Source: an optimization exercise on an open RTL-to-GDS flow (aim: small area, a short achievable clock period and few clock cycles). Production flows keep margins and buffers that such runs may drop.
Where RTL was checked, it was by simulation tests only, not by an equivalence proof against the original.
The clock port is modelled as an ideal driver; clocking choices that lean on that would not hold on a real chip.
No activity file was given, so power comes from the tool's default toggle rates.

==> flow/design.v <==
`default_nettype none
package rrts_pkg;
  typedef enum logic [2:0] {
    MODE_TICK   = 3'd0,
    MODE_SPAWN  = 3'd1,
    MODE_TERM   = 3'd2,
    MODE_BLOCK  = 3'd3,
    MODE_RESUME = 3'd4,
    MODE_SLEEP  = 3'd5,
    MODE_QUERY  = 3'd6,
    MODE_NOP    = 3'd7
  } mode_e;
  typedef enum logic [1:0] {
    STAT_OK       = 2'd0,
    STAT_NO_FREE  = 2'd1,
    STAT_NO_THR   = 2'd2,
    STAT_MAIN_SLP = 2'd3
  } status_e;
  typedef enum logic [1:0] {
    RS_READY   = 2'd0,
    RS_RUNNING = 2'd1,
    RS_BLOCKED = 2'd2
  } run_state_e;
  localparam logic [31:0] QuantaMax = 32'hFFFF_FFFF;
endpackage
`default_nettype wire
`default_nettype none
module rrts_sat_inc
(
  input  wire logic [31:0] a_i,
  output logic      [31:0] inc_o
);
  assign inc_o = (a_i == rrts_pkg::QuantaMax) ? a_i : a_i + 32'd1;
endmodule
`default_nettype wire
`default_nettype none
module round_robin_thread_scheduler
#(
  parameter int MAX_THREADS = 16
) (
  input  wire logic        clk_i,
  input  wire logic        rst_ni,
  input  wire logic        in_valid_i,
  output logic             in_stall_o,
  input  wire logic [2:0]  mode_i,
  input  wire logic [3:0]  thread_id_i,
  input  wire logic [15:0] sleep_quanta_i,
  output logic             out_valid_o,
  input  wire logic        out_stall_i,
  output logic [1:0]       status_o,
  output logic [31:0]      result_value_o,
  output logic [3:0]       running_thread_o,
  output logic             running_valid_o,
  output logic [31:0]      total_quanta_o
);
  localparam int N = 16;
  logic [N-1:0]  used_q, rdy_q, held_q, slp_q;
  logic [31:0]   ptq_q [N];
  logic [15:0]   dl_q  [N];
  logic [N*N-1:0] ob_q;
  logic [3:0]    cur_q;
  logic          curv_q;
  logic [31:0]   gq_q;
  logic          ov_q;
  logic [1:0]    st_q;
  logic [31:0]   val_q;
  logic          stall_q, qry_q, qv_q;
  logic          sw_q, pop_q, rq_q;
  logic          spawn_q, term_q, blk_q, res_q, slpc_q;
  logic [3:0]    tgt_q;
  assign in_stall_o = stall_q;
  logic accept;
  assign accept = in_valid_i & ~in_stall_o;
  function automatic logic older(input logic [N*N-1:0] m, input int i, input int j);
    older = (i < j) ? m[i*N+j] : ~m[j*N+i];
  endfunction
  logic [N-1:0] head_oh;
  always_comb begin
    for (int i = 0; i < N; i++) begin
      head_oh[i] = rdy_q[i];
      for (int j = 0; j < N; j++)
        if (j != i) head_oh[i] = head_oh[i] & (~rdy_q[j] | older(ob_q, i, j));
    end
  end
  logic [3:0] head;
  always_comb begin
    head = '0;
    for (int i = 0; i < N; i++) if (head_oh[i]) head = head | 4'(i);
  end
  logic qne;
  assign qne = |rdy_q;
  logic [3:0] fid;
  logic       anyfree;
  always_comb begin
    fid = '0;
    for (int i = N-1; i >= 0; i--) if (!used_q[i]) fid = 4'(i);
  end
  assign anyfree = ~&used_q;
  logic [N-1:0] rsel_q, rsel_d;
  logic [31:0]  rdat, rinc;
  always_comb begin
    rdat = '0;
    for (int i = 0; i < N; i++) rdat = rdat | (ptq_q[i] & {32{rsel_q[i]}});
  end
  rrts_sat_inc u_inc (.a_i(rdat), .inc_o(rinc));
  logic [31:0] gq_inc;
  rrts_sat_inc u_ginc (.a_i(gq_q), .inc_o(gq_inc));
  logic is_tick, is_spawn, is_term, is_blk, is_res, is_slp, is_qry;
  assign is_tick  = mode_i == rrts_pkg::MODE_TICK;
  assign is_spawn = mode_i == rrts_pkg::MODE_SPAWN;
  assign is_term  = mode_i == rrts_pkg::MODE_TERM;
  assign is_blk   = mode_i == rrts_pkg::MODE_BLOCK;
  assign is_res   = mode_i == rrts_pkg::MODE_RESUME;
  assign is_slp   = mode_i == rrts_pkg::MODE_SLEEP;
  assign is_qry   = mode_i == rrts_pkg::MODE_QUERY;
  logic usedt, runt, slp_ok, swx, sw;
  assign usedt  = used_q[thread_id_i];
  assign runt   = curv_q & (cur_q == thread_id_i);
  assign slp_ok = curv_q & (cur_q != 4'd0);
  assign swx    = ((is_term | is_blk) & usedt & runt) | (is_slp & slp_ok);
  assign sw     = is_tick | swx;
  logic [1:0] st_d;
  always_comb begin
    st_d = rrts_pkg::STAT_OK;
    if (is_spawn && !anyfree) st_d = rrts_pkg::STAT_NO_FREE;
    if ((is_term || is_blk || is_res || is_qry) && !usedt) st_d = rrts_pkg::STAT_NO_THR;
    if (is_slp && !curv_q) st_d = rrts_pkg::STAT_NO_THR;
    if (is_slp && curv_q && cur_q == 4'd0) st_d = rrts_pkg::STAT_MAIN_SLP;
  end
  logic [3:0] cur_d;
  logic       curv_d;
  always_comb begin
    cur_d  = cur_q;
    curv_d = curv_q;
    if (is_tick) begin
      if (qne) begin
        cur_d  = head;
        curv_d = 1'b1;
      end
    end else if (swx) begin
      cur_d  = qne ? head : 4'd0;
      curv_d = qne;
    end
  end
  always_comb begin
    rsel_d = '0;
    if (is_qry) rsel_d[thread_id_i] = 1'b1;
    else if ((is_tick || swx) && qne) rsel_d = head_oh;
    else if (!swx && curv_q) rsel_d[cur_q] = 1'b1;
  end
  logic [16:0] dsum_q;
  logic        dovf_q, fwq_q;
  always_ff @(posedge clk_i) begin
    dsum_q <= {1'b0, gq_q[15:0]} + {1'b0, sleep_quanta_i};
    dovf_q <= &gq_q[31:16];
    fwq_q  <= (sleep_quanta_i[15:1] == 15'd0) | (&gq_q[31:1]);
  end
  logic [N-1:0] dhit_q;
  always_ff @(posedge clk_i) begin
    dhit_q[0] <= 1'b0;
    for (int i = 1; i < N; i++) dhit_q[i] <= dl_q[i] == gq_inc[15:0];
  end
  always_ff @(posedge clk_i or negedge rst_ni) begin
    if (!rst_ni) begin
      ov_q   <= 1'b0;
      stall_q <= 1'b0;
      qry_q  <= 1'b0;
      cur_q  <= 4'd0;
      curv_q <= 1'b1;
      rsel_q <= N'(1);
      gq_q   <= 32'd1;
    end else begin
      stall_q <= accept | qry_q | (ov_q & out_stall_i);
      qry_q <= accept & is_qry;
      if (ov_q && !out_stall_i) ov_q <= 1'b0;
      if (qry_q) ov_q <= 1'b1;
      if (accept) begin
        ov_q   <= ~is_qry;
        cur_q  <= cur_d;
        curv_q <= curv_d;
        rsel_q <= rsel_d;
        if (sw) gq_q <= gq_inc;
      end
    end
  end
  always_ff @(posedge clk_i) begin
    if (accept) begin
      st_q  <= st_d;
      val_q <= (is_spawn && anyfree) ? 32'(fid) : 32'd0;
    end
    if (qv_q) val_q <= rdat;
  end
  always_ff @(posedge clk_i) begin
    sw_q    <= accept & sw;
    qv_q    <= accept & is_qry & usedt;
    pop_q   <= accept & sw & qne;
    rq_q    <= accept & is_tick & curv_q & qne;
    spawn_q <= accept & is_spawn & anyfree;
    term_q  <= accept & is_term & usedt;
    blk_q   <= accept & is_blk & usedt;
    res_q   <= accept & is_res & usedt;
    slpc_q  <= accept & is_slp & slp_ok;
    tgt_q   <= is_spawn ? fid : ((is_tick | is_slp) ? cur_q : thread_id_i);
  end
  logic        fw;
  logic [15:0] dl_d;
  assign dl_d = dsum_q[15:0] | {16{dsum_q[16] & dovf_q}};
  assign fw   = slpc_q & fwq_q;
  always_ff @(posedge clk_i) begin
    for (int i = 1; i < N; i++)
      if (slpc_q && tgt_q == 4'(i)) dl_q[i] <= dl_d;
  end
  logic [N-1:0] tsel, wake, push, rqsel;
  always_comb begin
    for (int i = 0; i < N; i++) begin
      tsel[i]  = tgt_q == 4'(i);
      rqsel[i] = rq_q & tsel[i];
      if (i == 0) wake[i] = 1'b0;
      else wake[i] = sw_q & used_q[i] & slp_q[i] & dhit_q[i];
      push[i] = rqsel[i] | (wake[i] & ~held_q[i]) | ((fw | spawn_q) & tsel[i])
              | (res_q & tsel[i] & used_q[i] & ~rdy_q[i] & ~slp_q[i]
                 & ~(curv_q & cur_q == 4'(i)));
    end
  end
  always_ff @(posedge clk_i or negedge rst_ni) begin
    if (!rst_ni) begin
      used_q <= N'(1);
      rdy_q  <= '0;
      held_q <= '0;
      slp_q  <= '0;
    end else begin
      for (int i = 0; i < N; i++) begin
        if (tsel[i] && spawn_q) begin
          used_q[i] <= 1'b1;
          held_q[i] <= 1'b0;
          slp_q[i]  <= 1'b0;
        end
        if (tsel[i] && term_q) begin
          used_q[i] <= 1'b0;
          held_q[i] <= 1'b0;
          slp_q[i]  <= 1'b0;
        end
        if (tsel[i] && blk_q) held_q[i] <= 1'b1;
        if (tsel[i] && res_q) held_q[i] <= 1'b0;
        if (i != 0 && tsel[i] && slpc_q && !fw) slp_q[i] <= 1'b1;
        if (wake[i]) slp_q[i] <= 1'b0;
        if ((pop_q && cur_q == 4'(i)) || (tsel[i] && (term_q || blk_q))) rdy_q[i] <= 1'b0;
        if (push[i]) rdy_q[i] <= 1'b1;
      end
    end
  end
  always_ff @(posedge clk_i) begin
    for (int i = 0; i < N; i++)
      for (int j = i + 1; j < N; j++)
        if (push[i] || push[j]) ob_q[i*N+j] <= push[j] & ~(push[i] & rqsel[j]);
  end
  logic [31:0]  pwd;
  logic [N-1:0] pwe;
  assign pwd = rinc & {32{~spawn_q}};
  assign pwe = ({N{spawn_q}} & tsel) | ({N{sw_q}} & rsel_q);
  always_ff @(posedge clk_i or negedge rst_ni) begin
    if (!rst_ni) ptq_q[0] <= 32'd1;
    else if (pwe[0]) ptq_q[0] <= pwd;
  end
  always_ff @(posedge clk_i) begin
    for (int i = 1; i < N; i++)
      if (pwe[i]) ptq_q[i] <= pwd;
  end
  assign out_valid_o      = ov_q;
  assign status_o         = st_q;
  assign result_value_o   = val_q;
  assign running_thread_o = cur_q;
  assign running_valid_o  = curv_q;
  assign total_quanta_o   = gq_q;
endmodule
`default_nettype wire
Settings: LEC_CHECK=0, CAP_MARGIN=20, CORE_MARGIN=2, CORE_UTILIZATION=55, PLACE_DENSITY=0.65, SLEW_MARGIN=20; clock period 12.0 ns.
standard.sh (not shown) runs the stock make flow with config.mk's settings and CLKGATE_MAP_FILE= SYNTH_SCRIPT=/design/flow/synth_recipe.tcl, a recipe that flattens the netlist after the stock synthesis.
==> flow/flow/run.sh <==
#!/bin/bash
# Standard layout with a tighter setup repair target (the clock stays at the design's period),
# a clock tree of smaller buffers, larger sink clusters and no dummy loads, and port buffers
# sized up before clock tree synthesis.
cp standard.sh standard_copy.txt
export SETUP_SLACK_MARGIN=${SETUP_SLACK_MARGIN_OVERRIDE:-8.4}
export CTS_ARGS="-sink_clustering_enable -repair_clock_nets -dont_use_dummy_load -sink_clustering_size 22 -sink_clustering_max_diameter 100 -buf_list {sky130_fd_sc_hd__clkbuf_16}"
export PRE_CTS_TCL=$PWD/flow/iobuf.tcl
bash standard.sh > standard.log 2>&1
==> flow/flow/iobuf.tcl <==
# Size up the port buffers: the standard flow leaves slow delay cells or small buffers on the
# ports whose paths already meet the repair target.
proc iobuf_fix { inst } {
  set cell [get_property $inst ref_name]
  if { [string match "*dly*" $cell] || [string match "*__buf_1" $cell] || [string match "*__buf_2" $cell] } {
    puts "iobuf: [get_full_name $inst] $cell -> sky130_fd_sc_hd__buf_4"
    replace_cell [get_full_name $inst] sky130_fd_sc_hd__buf_4
  }
}
foreach port [all_outputs] {
  set net [get_nets -quiet [get_full_name $port]]
  if { $net == "" } { continue }
  foreach pin [get_pins -quiet -of_objects $net -filter "direction == output"] {
    iobuf_fix [get_cells -of_objects $pin]
  }
}
foreach port [all_inputs] {
  set name [get_full_name $port]
  if { $name == "clk_i" } { continue }
  set net [get_nets -quiet $name]
  if { $net == "" } { continue }
  foreach pin [get_pins -quiet -of_objects $net -filter "direction == input"] {
    iobuf_fix [get_cells -of_objects $pin]
  }
}
Testbench counts at the start, summed over its fixed seeds: cycles 49,907.
Then changed:
--- a/flow/design.v
+++ b/flow/design.v
@@ -65,5 +65,5 @@
   logic [1:0]    st_q;
   logic [31:0]   val_q;
-  logic          stall_q, qry_q, qv_q;
+  logic          stall_q;
   logic          sw_q, pop_q, rq_q;
   logic          spawn_q, term_q, blk_q, res_q, slpc_q;
@@ -97,11 +97,19 @@
   end
   assign anyfree = ~&used_q;
-  logic [N-1:0] rsel_q, rsel_d;
-  logic [31:0]  rdat, rinc;
+  logic [N-1:0] rsel_q, rsel_d, tid_oh, msel;
+  logic [31:0]  rdat, rdq_q, rinc, qval;
+  logic         pend_q, fwd;
+  always_comb begin
+    for (int i = 0; i < N; i++) tid_oh[i] = thread_id_i == 4'(i);
+  end
+  assign fwd  = pend_q & |(tid_oh & rsel_q);
+  assign msel = in_stall_o ? rsel_q : (tid_oh & ~({N{pend_q}} & rsel_q));
   always_comb begin
     rdat = '0;
-    for (int i = 0; i < N; i++) rdat = rdat | (ptq_q[i] & {32{rsel_q[i]}});
-  end
-  rrts_sat_inc u_inc (.a_i(rdat), .inc_o(rinc));
+    for (int i = 0; i < N; i++) rdat = rdat | (ptq_q[i] & {32{msel[i]}});
+  end
+  always_ff @(posedge clk_i) rdq_q <= rdat;
+  rrts_sat_inc u_inc (.a_i(rdq_q), .inc_o(rinc));
+  assign qval = rdat | (rinc & {32{fwd}});
   logic [31:0] gq_inc;
   rrts_sat_inc u_ginc (.a_i(gq_q), .inc_o(gq_inc));
@@ -115,5 +123,5 @@
   assign is_qry   = mode_i == rrts_pkg::MODE_QUERY;
   logic usedt, runt, slp_ok, swx, sw;
-  assign usedt  = used_q[thread_id_i];
+  assign usedt  = |(used_q & tid_oh);
   assign runt   = curv_q & (cur_q == thread_id_i);
   assign slp_ok = curv_q & (cur_q != 4'd0);
@@ -145,6 +153,5 @@
   always_comb begin
     rsel_d = '0;
-    if (is_qry) rsel_d[thread_id_i] = 1'b1;
-    else if ((is_tick || swx) && qne) rsel_d = head_oh;
+    if ((is_tick || swx) && qne) rsel_d = head_oh;
     else if (!swx && curv_q) rsel_d[cur_q] = 1'b1;
   end
@@ -165,5 +172,4 @@
       ov_q   <= 1'b0;
       stall_q <= 1'b0;
-      qry_q  <= 1'b0;
       cur_q  <= 4'd0;
       curv_q <= 1'b1;
@@ -171,10 +177,8 @@
       gq_q   <= 32'd1;
     end else begin
-      stall_q <= accept | qry_q | (ov_q & out_stall_i);
-      qry_q <= accept & is_qry;
+      stall_q <= accept | (ov_q & out_stall_i);
       if (ov_q && !out_stall_i) ov_q <= 1'b0;
-      if (qry_q) ov_q <= 1'b1;
       if (accept) begin
-        ov_q   <= ~is_qry;
+        ov_q   <= 1'b1;
         cur_q  <= cur_d;
         curv_q <= curv_d;
@@ -187,11 +191,10 @@
     if (accept) begin
       st_q  <= st_d;
-      val_q <= (is_spawn && anyfree) ? 32'(fid) : 32'd0;
-    end
-    if (qv_q) val_q <= rdat;
+      if (is_qry && usedt) val_q <= qval;
+      else val_q <= (is_spawn && anyfree) ? 32'(fid) : 32'd0;
+    end
   end
   always_ff @(posedge clk_i) begin
     sw_q    <= accept & sw;
-    qv_q    <= accept & is_qry & usedt;
     pop_q   <= accept & sw & qne;
     rq_q    <= accept & is_tick & curv_q & qne;
@@ -258,5 +261,9 @@
   logic [N-1:0] pwe;
   assign pwd = rinc & {32{~spawn_q}};
-  assign pwe = ({N{spawn_q}} & tsel) | ({N{sw_q}} & rsel_q);
+  assign pwe = ({N{spawn_q}} & tsel) | ({N{pend_q}} & rsel_q);
+  always_ff @(posedge clk_i or negedge rst_ni) begin
+    if (!rst_ni) pend_q <= 1'b0;
+    else pend_q <= sw_q;
+  end
   always_ff @(posedge clk_i or negedge rst_ni) begin
     if (!rst_ni) ptq_q[0] <= 32'd1;
Cell area rose by 1.5%.
First-iteration DRC count came out higher by 13%.
Worst hold slack improves by 0.032 ns.
Sequential cell count is higher by 31.
Via count decreases by 2.1%.
Total power went down by 4.2%.
Die area came out lower by 0.95%.
Global-route usage is higher by 0.48 points.
Synthesized cell count drops by 2.6%.
Routed wire length hardly moves.
The RTL of the second run of this note was laid out without a check of its function.

==> separate check: timing with driven ports <==
No port has a modelled driver above. Below, the same layouts with a new extraction and two added sets of constraints. Step 1: set_driving_cell puts a clkbuf_16 on clk_i and a buf_2 on each other input, an assumption about the parent block. Step 2, shift: input delay + t, output delay - t, t = (earliest + latest rising clock arrival at the registers) / 2. This alone moves slack from input paths to output paths. Three values: ideal ports, drivers, drivers and shift; two values: the first two.
| run | t, ns | setup WS [ns] | worst register clock-pin slew, ns |
|---|---|---|---|
| the first run | 0.709 | 8.092 / 8.063 / 7.355 | 0.10 / 0.10 |
| the second run | 0.710 | 7.984 / 7.786 / 7.076 | 0.11 / 0.11 |
After both steps every run listed still meets setup and hold. For the second run, which loses most, drivers alone change the setup slack by -0.198 ns; drivers and shift together by -0.908 ns.
